Context: an optimization exercise on an open-source flow, tuned for small area, a short achievable clock period and few clock cycles per item. The choices shown serve that exercise and are no tape-out recipe.
Where RTL was checked, it was by simulation tests only, not by an equivalence proof against the original.
No activity file was given, so power comes from the tool's default toggle rates.

## uv_sphere_index_generator
module uv_sphere_index_generator (
    input  logic         clk,
    input  logic         rst_n,
    input  logic         cfg_write,
    input  logic         cfg_index,
    input  logic [8:0]   cfg_data,
    input  logic         in_valid,
    output logic         in_ready,
    input  logic         restart,
    output logic         out_valid,
    input  logic         out_ready,
    output logic [15:0]  first_index,
    output logic [15:0]  second_index,
    output logic [15:0]  third_index,
    output logic         last_triangle
);
==> flow/config.mk <==
export PLATFORM = sky130hd
export DESIGN_NAME = uv_sphere_index_generator
export DESIGN_NICKNAME = uv_sphere_index_generator
export VERILOG_FILES = /design/flow/design.v
export SDC_FILE = /design/flow/constraint.sdc
export NUM_CORES = 4
export LEC_CHECK = 0
export ABC_AREA = 1
export CAP_MARGIN = 20
export CORE_MARGIN = 2
export CORE_UTILIZATION = 40
export CTS_BUF_LIST = sky130_fd_sc_hd__clkbuf_8
export PLACE_DENSITY = 0.85
export SETUP_SLACK_MARGIN = 3.2
export SLEW_MARGIN = 20
==> flow/constraint.sdc <==
create_clock -name core_clock -period 5.5 [get_ports {clk}]
set_input_delay 1.1000 -clock core_clock [delete_from_list [all_inputs] [get_ports {clk}]]
set_output_delay 1.1000 -clock core_clock [all_outputs]
set_load 0.01 [all_outputs]
standard.sh (not shown) runs the stock make flow with config.mk's settings and CLKGATE_MAP_FILE= SYNTH_SCRIPT=/design/flow/synth_recipe.tcl, a recipe that flattens the netlist after the stock synthesis.
==> flow/flow/run.sh <==
#!/bin/bash
# The standard layout, with two changes: the port buffers are plain buffers
# (sky130_fd_sc_hd__buf_2) rather than the cell buffer_ports picks by itself,
# and synthesis leaves adders to ABC instead of mapping them to full/half
# adder cells first (ADDER_MAP_FILE empty). Registers are unchanged.
set -euo pipefail
bash standard.sh finish "BUFFER_PORTS_ARGS=-buffer_cell sky130_fd_sc_hd__buf_2" "ADDER_MAP_FILE=" > flow_make.log 2>&1
Change:
--- a/flow/design.v
+++ b/flow/design.v
@@ -85,28 +85,26 @@
         begin
             if (cfg_index)
                 hm1 <= lo3 ? 8'd2 : (hi256 ? 8'd255 : cfg_m1);
             else
                 vm3 <= lo3 ? 8'd0 : (hi256 ? 8'd253 : cfg_data[7:0] - 8'd3);
         end
     end
-    logic       ov, rq_e, sp, stale, busy, rdy;
-    logic       rq_v;        
+    logic       ov, rq_v, sp, stale, busy, rdy;
     logic [3:0] step;
     logic       mb, hz;
     logic        cap, wrp, half, wf;
     logic        c1r;        
     logic [7:0]  band, col;
     logic [15:0] r0, r1;
     logic        a_r1, a_oe, a_ci, b_r0, d_r0, d_oe, d_ci;
     logic [15:0] oa, ob, od;
     logic        ol;
     logic src_v, rs, out_free, emit, wreset;
-    assign rq_v     = !rq_e;
-    assign in_ready = rq_e;
+    assign in_ready = !rq_v;
     assign src_v    = rq_v || in_valid;
     assign rs       = (!rq_v && restart) || sp;
     assign out_free = !ov || out_ready;
     assign wreset   = src_v && rs;
     assign emit     = rdy && out_free && (rq_v || (in_valid && !restart));
     logic [8:0] col_inc, band_inc;
     logic       c1ge, c2ge, cge, band_end, natural, last;
@@ -253,32 +251,32 @@
         end
     end
     always_ff @(posedge clk or negedge rst_n)
     begin
         if (!rst_n)
         begin
             ov    <= 1'b0;
-            rq_e  <= 1'b1;
+            rq_v  <= 1'b0;
             sp    <= 1'b1;
             stale <= 1'b0;
             busy  <= 1'b0;
             rdy   <= 1'b0;
             hz    <= 1'b0;
             step  <= 4'd0;
         end
         else
         begin
             if (emit)
                 ov <= 1'b1;
             else if (out_ready)
                 ov <= 1'b0;
             if (rq_v)
-                rq_e <= emit;
+                rq_v <= !emit;
             else
-                rq_e <= !in_valid || emit;
+                rq_v <= in_valid && !emit;
             sp    <= sp_n;
             stale <= stale_n;
             busy  <= busy_n;
             rdy   <= !sp_n && !stale_n && !busy_n;
             hz <= busy_n && (start_rc || (step[2:0] != 3'd7 && !step[3]));
             if (start_rc)
                 step <= 4'd0;
Result: The new run passed the timing, design-rule and antenna checks. Register-to-register slack gets better by 0.02 ns. Die area came out lower by a few percent. Power went down slightly. Worst hold slack gains 0.062 ns. Wire length shrinks by a few percent. Design area fell slightly. Final cell count goes down by a few percent. Global-route usage falls by 0.31 points. Maximum frequency climbs by a few percent. Count of clock-buffer cells in the layout does not change. Area after synthesis came out lower by a few percent.
Testbench counts after the change, summed over its fixed seeds: cycles 115,328, items 115,072.
The RTL of the first run of this note was laid out without a check of its function.

========
v6:
Another version of the RTL of uv_sphere_index_generator (not shown whole).
Size: about 1300 cells after synthesis, roughly 130 flip-flops.
==> flow/config.mk <==
export PLATFORM = sky130hd
export DESIGN_NAME = uv_sphere_index_generator
export DESIGN_NICKNAME = uv_sphere_index_generator
export VERILOG_FILES = /design/flow/design.v
export SDC_FILE = /design/flow/constraint.sdc
export NUM_CORES = 4
export LEC_CHECK = 0
export ABC_AREA = 1
export CAP_MARGIN = 20
export CORE_MARGIN = 2
export CORE_UTILIZATION = 40
export CTS_BUF_LIST = sky130_fd_sc_hd__clkbuf_8
export CTS_CLUSTER_SIZE = 30
export SETUP_SLACK_MARGIN = 3.2
export SLEW_MARGIN = 20
==> flow/constraint.sdc <==
create_clock -name core_clock -period 5.5 [get_ports {clk}]
set_input_delay 1.1000 -clock core_clock [delete_from_list [all_inputs] [get_ports {clk}]]
set_output_delay 1.1000 -clock core_clock [all_outputs]
set_load 0.01 [all_outputs]
Scripts as last shown in full above: flow/flow/run.sh
> inputs changed (v6 -> v7)
--- a/flow/design.v
+++ b/flow/design.v
@@ -90,27 +90,20 @@
         end
     end
     logic       ov, rq_v, sp, stale, busy, rdy;
     logic [3:0] step;
     logic       mb, hz;
     logic        cap, wrp, half, wf;
     logic        c1r;        
     logic [7:0]  band, col;
     logic [15:0] r0, r1;
     logic        a_r1, a_oe, a_ci, b_r0, d_r0, d_oe, d_ci;
-    assign a_r1 = cap && !half;
-    assign a_oe = (!cap && !half) || (!(cap && !half) && !wf);
-    assign a_ci = half && !wf;
-    assign b_r0 = cap && half;
-    assign d_r0 = !cap && !half;
-    assign d_oe = !wf && !(cap && half);
-    assign d_ci = (cap && half) || !wf;
     logic [15:0] oa, ob, od;
     logic        ol;
     logic src_v, rs, out_free, emit, wreset;
     assign in_ready = !rq_v;
     assign src_v    = rq_v || in_valid;
     assign rs       = (!rq_v && restart) || sp;
     assign out_free = !ov || out_ready;
     assign wreset   = src_v && rs;
     assign emit     = rdy && out_free && (rq_v || (in_valid && !restart));
     logic [8:0] col_inc, band_inc;
@@ -324,20 +317,27 @@
             mb <= mult[3'd6 - step[2:0]];
         if (emit || wreset || done)
         begin
             cap  <= n_cap;
             wrp  <= n_wrp;
             half <= n_half;
             band <= n_band;
             col  <= n_col;
             wf   <= n_wf;
             c1r  <= n_c1;
+            a_r1 <= n_cap && !n_half;
+            a_oe <= (!n_cap && !n_half) || (!(n_cap && !n_half) && !n_wf);
+            a_ci <= n_half && !n_wf;
+            b_r0 <= n_cap && n_half;
+            d_r0 <= !n_cap && !n_half;
+            d_oe <= !n_wf && !(n_cap && n_half);
+            d_ci <= (n_cap && n_half) || !n_wf;
         end
         if (emit || wreset)
         begin
             if (n_base0)
             begin
                 r0 <= 16'd0;
                 r1 <= {7'd0, hval};
             end
             else if (n_step)
             begin
--- outcome ---
v7 completed; timing, DRC and antenna clean
Sort v6 and v7 by delay contributed by the slowest stage of the critical path desc -> top: v7
v7 ends up with a non-clock buffer count that is 22% lower than in v6.
v7 gives more met3 routed wirelength than v6 did.
Compared with v6, v7 shows a initial core utilization that is 0.33 points higher.
v7 vs v6 — die area climbed slightly
STATUS maximum operating frequency: v7 wins against v6
For v7, the beginning of the critical path was out_ready, unlike v6, where it was half.
Against v6, v7 comes in 0.0033 ns higher on worst hold slack.
Testbench counts of v7, summed over its fixed seeds: cycles 115,328, items 115,072.
No functional check of the RTL was part of v6.

========
## violet
The RTL this note starts from:
==> flow/design.v <==
package uvsig_pkg;
    function automatic logic [8:0] inc8(input logic [7:0] x);
        logic [8:0] r;
        logic [7:0] lowmask;
        begin
            r[0] = !x[0];
            for (int i = 1; i < 8; i++)
            begin
                lowmask = 8'((9'd1 << i) - 9'd1);
                r[i] = x[i] ^ (&(x | ~lowmask));
            end
            r[8] = &x;
            inc8 = r;
        end
    endfunction
    function automatic logic [15:0] add16_8(input logic [15:0] a, input logic [7:0] b, input logic ci);
        logic [8:0] lo;
        logic [8:0] hi;
        begin
            lo = {1'b0, a[7:0]} + {1'b0, b} + {8'd0, ci};
            hi = inc8(a[15:8]);
            add16_8 = {lo[8] ? hi[7:0] : a[15:8], lo[7:0]};
        end
    endfunction
endpackage
import uvsig_pkg::*;
module uvsig_calc (
    input  logic [15:0] r0,
    input  logic [15:0] r1,
    input  logic [7:0]  col,
    input  logic        a_r1,      
    input  logic        a_oe,      
    input  logic        a_ci,      
    input  logic        b_r0,      
    input  logic        b_r1,      
    input  logic        d_r0,      
    input  logic        d_r1,      
    input  logic        d_oe,      
    input  logic        d_ci,      
    output logic [15:0] first_index,
    output logic [15:0] second_index,
    output logic [15:0] third_index
);
    logic [15:0] a_base, b_base, d_base;
    assign a_base = a_r1 ? r1 : r0;
    assign b_base = (r0 & {16{b_r0}}) | (r1 & {16{b_r1}});
    assign d_base = (r0 & {16{d_r0}}) | (r1 & {16{d_r1}});
    assign first_index  = uvsig_pkg::add16_8(a_base, col & {8{a_oe}}, a_ci);
    assign second_index = uvsig_pkg::add16_8(b_base, col, 1'b0);
    assign third_index  = uvsig_pkg::add16_8(d_base, col & {8{d_oe}}, d_ci);
endmodule
import uvsig_pkg::*;
module uv_sphere_index_generator (
    input  logic         clk,
    input  logic         rst_n,
    input  logic         cfg_write,
    input  logic         cfg_index,
    input  logic [8:0]   cfg_data,
    input  logic         in_valid,
    output logic         in_ready,
    input  logic         restart,
    output logic         out_valid,
    input  logic         out_ready,
    output logic [15:0]  first_index,
    output logic [15:0]  second_index,
    output logic [15:0]  third_index,
    output logic         last_triangle
);
    logic [7:0] vm3, hm1;
    logic       lo3, hi256;
    logic [7:0] cfg_m1;
    logic [8:0] hval;
    assign lo3    = (cfg_data[8:2] == 7'd0);
    assign hi256  = cfg_data[8] && (cfg_data[7:0] != 8'd0);
    assign cfg_m1 = cfg_data[7:0] - 8'd1;
    assign hval   = uvsig_pkg::inc8(hm1);
    always_ff @(posedge clk or negedge rst_n)
    begin
        if (!rst_n)
        begin
            vm3 <= 8'd0;
            hm1 <= 8'd2;
        end
        else if (cfg_write)
        begin
            if (cfg_index)
                hm1 <= lo3 ? 8'd2 : (hi256 ? 8'd255 : cfg_m1);
            else
                vm3 <= lo3 ? 8'd0 : (hi256 ? 8'd253 : cfg_data[7:0] - 8'd3);
        end
    end
    logic       ov, rq_v, sp, stale, busy, rdy;
    logic [3:0] step;
    logic       mb, hz;
    logic        cap, wrp, half, wf;
    logic        c1r;        
    logic [7:0]  band, col;
    logic [15:0] r0, r1;
    logic        a_r1, a_oe, a_ci, b_r0, d_r0, d_oe, d_ci;
    logic [15:0] oa, ob, od;
    logic        ol;
    logic src_v, rs, out_free, emit, wreset;
    assign in_ready = !rq_v;
    assign src_v    = rq_v || in_valid;
    assign rs       = (!rq_v && restart) || sp;
    assign out_free = !ov || out_ready;
    assign wreset   = src_v && rs;
    assign emit     = rdy && out_free && (rq_v || (in_valid && !restart));
    logic [8:0] col_inc, band_inc;
    logic       c1ge, c2ge, cge, band_end, natural, last;
    assign col_inc  = uvsig_pkg::inc8(col);
    assign band_inc = uvsig_pkg::inc8(band);
    assign c1ge     = col_inc >= {1'b0, hm1};
    assign cge      = col >= hm1;
    assign c2ge     = ({1'b0, col} + 9'd2) >= {1'b0, hm1};
    assign band_end = band >= vm3;
    assign natural  = band == vm3;
    assign last     = wrp && half;
    logic       n_cap, n_wrp, n_half, n_wf, n_c1;
    logic [7:0] n_band, n_col;
    logic       n_base0, n_step, n_bad;
    logic       fin, done, start_rc;
    assign fin      = busy && step[3];
    assign done     = fin && (step[0] || !cap);
    assign start_rc = stale && !busy && !sp;
    always_comb
    begin
        n_cap   = cap;
        n_wrp   = wrp;
        n_half  = !half;
        n_wf    = wf;
        n_c1    = c1r;
        n_band  = band;
        n_col   = col;
        n_base0 = 1'b0;
        n_step  = 1'b0;
        n_bad   = 1'b0;
        if (wreset)
        begin
            n_base0 = 1'b1;
            n_cap   = 1'b0;
            n_wrp   = 1'b0;
            n_half  = 1'b0;
            n_wf    = 1'b0;
            n_c1    = 1'b0;
            n_band  = 8'd0;
            n_col   = 8'd0;
        end
        else if (busy)
        begin
            n_half = half;
            n_wf   = wrp || cge;
            n_c1   = wrp || c1ge;
            if (wrp)
                n_col = hm1;
        end
        else if (last)
        begin
            n_base0 = 1'b1;
            n_cap   = 1'b0;
            n_wrp   = 1'b0;
            n_half  = 1'b0;
            n_wf    = 1'b0;
            n_c1    = 1'b0;
            n_band  = 8'd0;
            n_col   = 8'd0;
        end
        else if (half)
        begin
            if (!cap)
            begin
                if (wf)
                begin
                    n_col  = 8'd0;
                    n_wf   = 1'b0;
                    n_c1   = 1'b0;
                    n_step = 1'b1;
                    if (band_end)
                    begin
                        n_band = 8'd0;
                        n_cap  = 1'b1;
                        n_bad  = !natural;
                    end
                    else
                    begin
                        n_band = band_inc[7:0];
                    end
                end
                else
                begin
                    n_col = col_inc[7:0];
                    n_wf  = c1r;
                    n_c1  = c2ge;
                end
            end
            else
            begin
                if (c1r)
                begin
                    n_col = hm1;
                    n_wrp = 1'b1;
                    n_wf  = 1'b1;
                    n_c1  = 1'b1;
                end
                else
                begin
                    n_col = col_inc[7:0];
                    n_wf  = 1'b0;
                    n_c1  = c2ge;
                end
            end
        end
    end
    logic [7:0]  mult;
    logic        horner, add_h;
    logic [15:0] add_a, add_s;
    assign mult   = cap ? vm3 : band;
    assign horner = hz;
    assign add_h  = horner ? mb : 1'b1;
    assign add_a  = horner ? {r1[14:0], 1'b0} : r1;
    assign add_s  = uvsig_pkg::add16_8(add_a, hm1 & {8{add_h}}, add_h);
    logic sp_n, stale_n, busy_n;
    always_comb
    begin
        sp_n    = sp && !wreset;
        stale_n = stale;
        busy_n  = busy;
        if (cfg_write)
        begin
            stale_n = 1'b1;
            busy_n  = 1'b0;
        end
        else if (wreset)
        begin
            stale_n = 1'b0;
            busy_n  = 1'b0;
        end
        else if (emit)
        begin
            if (n_bad)
                stale_n = 1'b1;
        end
        else if (start_rc)
        begin
            busy_n = 1'b1;
        end
        else if (done)
        begin
            busy_n  = 1'b0;
            stale_n = 1'b0;
        end
    end
    always_ff @(posedge clk or negedge rst_n)
    begin
        if (!rst_n)
        begin
            ov    <= 1'b0;
            rq_v  <= 1'b0;
            sp    <= 1'b1;
            stale <= 1'b0;
            busy  <= 1'b0;
            rdy   <= 1'b0;
            hz    <= 1'b0;
            step  <= 4'd0;
        end
        else
        begin
            if (emit)
                ov <= 1'b1;
            else if (out_ready)
                ov <= 1'b0;
            if (rq_v)
                rq_v <= !emit;
            else
                rq_v <= in_valid && !emit;
            sp    <= sp_n;
            stale <= stale_n;
            busy  <= busy_n;
            rdy   <= !sp_n && !stale_n && !busy_n;
            hz <= busy_n && (start_rc || (step[2:0] != 3'd7 && !step[3]));
            if (start_rc)
                step <= 4'd0;
            else if (busy)
                step <= step + 4'd1;
        end
    end
    logic [15:0] t_a, t_b, t_d;
    uvsig_calc u_calc (
        .r0           (r0),
        .r1           (r1),
        .col          (col),
        .a_r1         (a_r1),
        .a_oe         (a_oe),
        .a_ci         (a_ci),
        .b_r0         (b_r0),
        .b_r1         (!cap),
        .d_r0         (d_r0),
        .d_r1         (half),
        .d_oe         (d_oe),
        .d_ci         (d_ci),
        .first_index  (t_a),
        .second_index (t_b),
        .third_index  (t_d)
    );
    always_ff @(posedge clk)
    begin
        if (emit)
        begin
            oa <= t_a;
            ob <= t_b;
            od <= t_d;
            ol <= last;
        end
        if (start_rc)
            mb <= mult[7];
        else
            mb <= mult[3'd6 - step[2:0]];
        if (emit || wreset || done)
        begin
            cap  <= n_cap;
            wrp  <= n_wrp;
            half <= n_half;
            band <= n_band;
            col  <= n_col;
            wf   <= n_wf;
            c1r  <= n_c1;
            a_r1 <= n_cap && !n_half;
            a_oe <= (!n_cap && !n_half) || (!(n_cap && !n_half) && !n_wf);
            a_ci <= n_half && !n_wf;
            b_r0 <= n_cap && n_half;
            d_r0 <= !n_cap && !n_half;
            d_oe <= !n_wf && !(n_cap && n_half);
            d_ci <= (n_cap && n_half) || !n_wf;
        end
        if (emit || wreset)
        begin
            if (n_base0)
            begin
                r0 <= 16'd0;
                r1 <= {7'd0, hval};
            end
            else if (n_step)
            begin
                r0 <= r1;
                r1 <= add_s;
            end
        end
        else if (start_rc)
        begin
            r1 <= 16'd0;
        end
        else if (busy)
        begin
            if (step[3])
                r0 <= r1;
            r1 <= add_s;
        end
    end
    assign out_valid     = ov;
    assign first_index   = oa;
    assign second_index  = ob;
    assign third_index   = od;
    assign last_triangle = ol;
endmodule
==> flow/config.mk <==
export PLATFORM = sky130hd
export DESIGN_NAME = uv_sphere_index_generator
export DESIGN_NICKNAME = uv_sphere_index_generator
export VERILOG_FILES = /design/flow/design.v
export SDC_FILE = /design/flow/constraint.sdc
export NUM_CORES = 4
export LEC_CHECK = 0
export ABC_AREA = 1
export CAP_MARGIN = 20
export CORE_MARGIN = 2
export CORE_UTILIZATION = 40
export SETUP_SLACK_MARGIN = 3.0
export SLEW_MARGIN = 20
==> flow/constraint.sdc <==
create_clock -name core_clock -period 5.5 [get_ports {clk}]
set_input_delay 1.1000 -clock core_clock [delete_from_list [all_inputs] [get_ports {clk}]]
set_output_delay 1.1000 -clock core_clock [all_outputs]
set_load 0.01 [all_outputs]
Scripts as last shown in full above: flow/flow/run.sh
violet ended with every stage complete and zero timing, DRC or antenna violations.
Testbench counts of violet, summed over its fixed seeds: cycles 115,328, items 115,072.
Input changes introduced in fjord (baseline for comparison: violet):
diff --git a/flow/design.v b/flow/design.v
--- a/flow/design.v
+++ b/flow/design.v
@@ -90,5 +90,5 @@
         end
     end
-    logic       ov, rq_v, sp, stale, busy, rdy;
+    logic       ov, rq_v, rq_rs, sp, stale, busy, rdy;
     logic [3:0] step;
     logic       mb, hz;
@@ -100,11 +100,9 @@
     logic [15:0] oa, ob, od;
     logic        ol;
-    logic src_v, rs, out_free, emit, wreset;
+    logic out_free, emit, wreset;
     assign in_ready = !rq_v;
-    assign src_v    = rq_v || in_valid;
-    assign rs       = (!rq_v && restart) || sp;
     assign out_free = !ov || out_ready;
-    assign wreset   = src_v && rs;
-    assign emit     = rdy && out_free && (rq_v || (in_valid && !restart));
+    assign wreset   = rq_v && rq_rs;
+    assign emit     = rdy && out_free && (rq_v ? !rq_rs : (in_valid && !restart));
     logic [8:0] col_inc, band_inc;
     logic       c1ge, c2ge, cge, band_end, natural, last;
@@ -305,4 +303,8 @@
     always_ff @(posedge clk)
     begin
+        if (!rq_v)
+            rq_rs <= restart || sp;
+        else if (wreset)
+            rq_rs <= 1'b0;
         if (emit)
         begin
- fjord has completed all stages; timing, DRC and antenna checks passed.
- violet reports its group drawing the most power as registers while fjord reports combinational logic.
- The via count reported for fjord is lower than the one for violet.
- fjord vs. violet: final cell area excluding filler cells went up by 0.98%.
- Of fjord and violet, the run reporting the higher tapcell count was fjord.
- On least setup slack across all paths after layout, fjord and violet are basically level.
- fjord: floorplan die area 2.0% above violet
- Routed wire length: fjord better than violet
- Summary of fjord over violet: fraction of area in registers saw little to no change; post-synthesis share of cell area spent on and, or, nand and nor gates dropped 1.6 points.
- In the metrics for fjord and violet, the one carrying the higher non-clock buffer count is fjord.
- violet -> fjord: amount of wire on met3 after detailed routing decreased slightly
- Of fjord and violet, the higher register share of total power belongs to violet.
- fjord — clock power about 5% higher, violet as reference
- Re power share of the combinational group: fjord is 35 points up on violet.
Only the layout flow was run in fjord; the RTL was not checked for function there.

[port drivers added, routing unchanged]
In the flow no input, the clock included, has a driving cell. The finished layouts below were timed again as built, in two steps. Step 1 (the two cells are an assumption about what drives the block):
set clk [get_ports {clk}]
set_driving_cell -lib_cell sky130_fd_sc_hd__clkbuf_16 $clk
set_driving_cell -lib_cell sky130_fd_sc_hd__buf_2 [delete_from_list [all_inputs] $clk]
Step 2, shift: input delay + t, output delay - t, t = (earliest + latest rising clock arrival at the registers) / 2. This alone moves slack from input paths to output paths. a / b / c = no drivers / after step 1 / after step 2; a / b = the first two.
| run | shift t [ns] | setup slack, ns | worst setup path after step 2 |
|---|---|---|---|
| the first run of note 1 | 0.494 | 3.244 / 3.210 / 2.761 | input to register |
| the second run of note 1 | 0.510 | 3.292 / 3.251 / 2.834 | input to register |
| v6 | 0.504 | 3.172 / 3.172 / 2.693 | input to register |
| v7 | 0.503 | 3.246 / 3.253 / 2.767 | input to register |
| violet | 0.476 | 3.095 / 3.124 / 2.648 | input to register |
| fjord | 0.468 | 3.098 / 3.124 / 2.656 | input to register |
After both steps setup and hold are still met in every run listed. For the first run of note 1, which loses most, drivers alone change the setup slack by -0.034 ns; drivers and shift together by -0.483 ns.
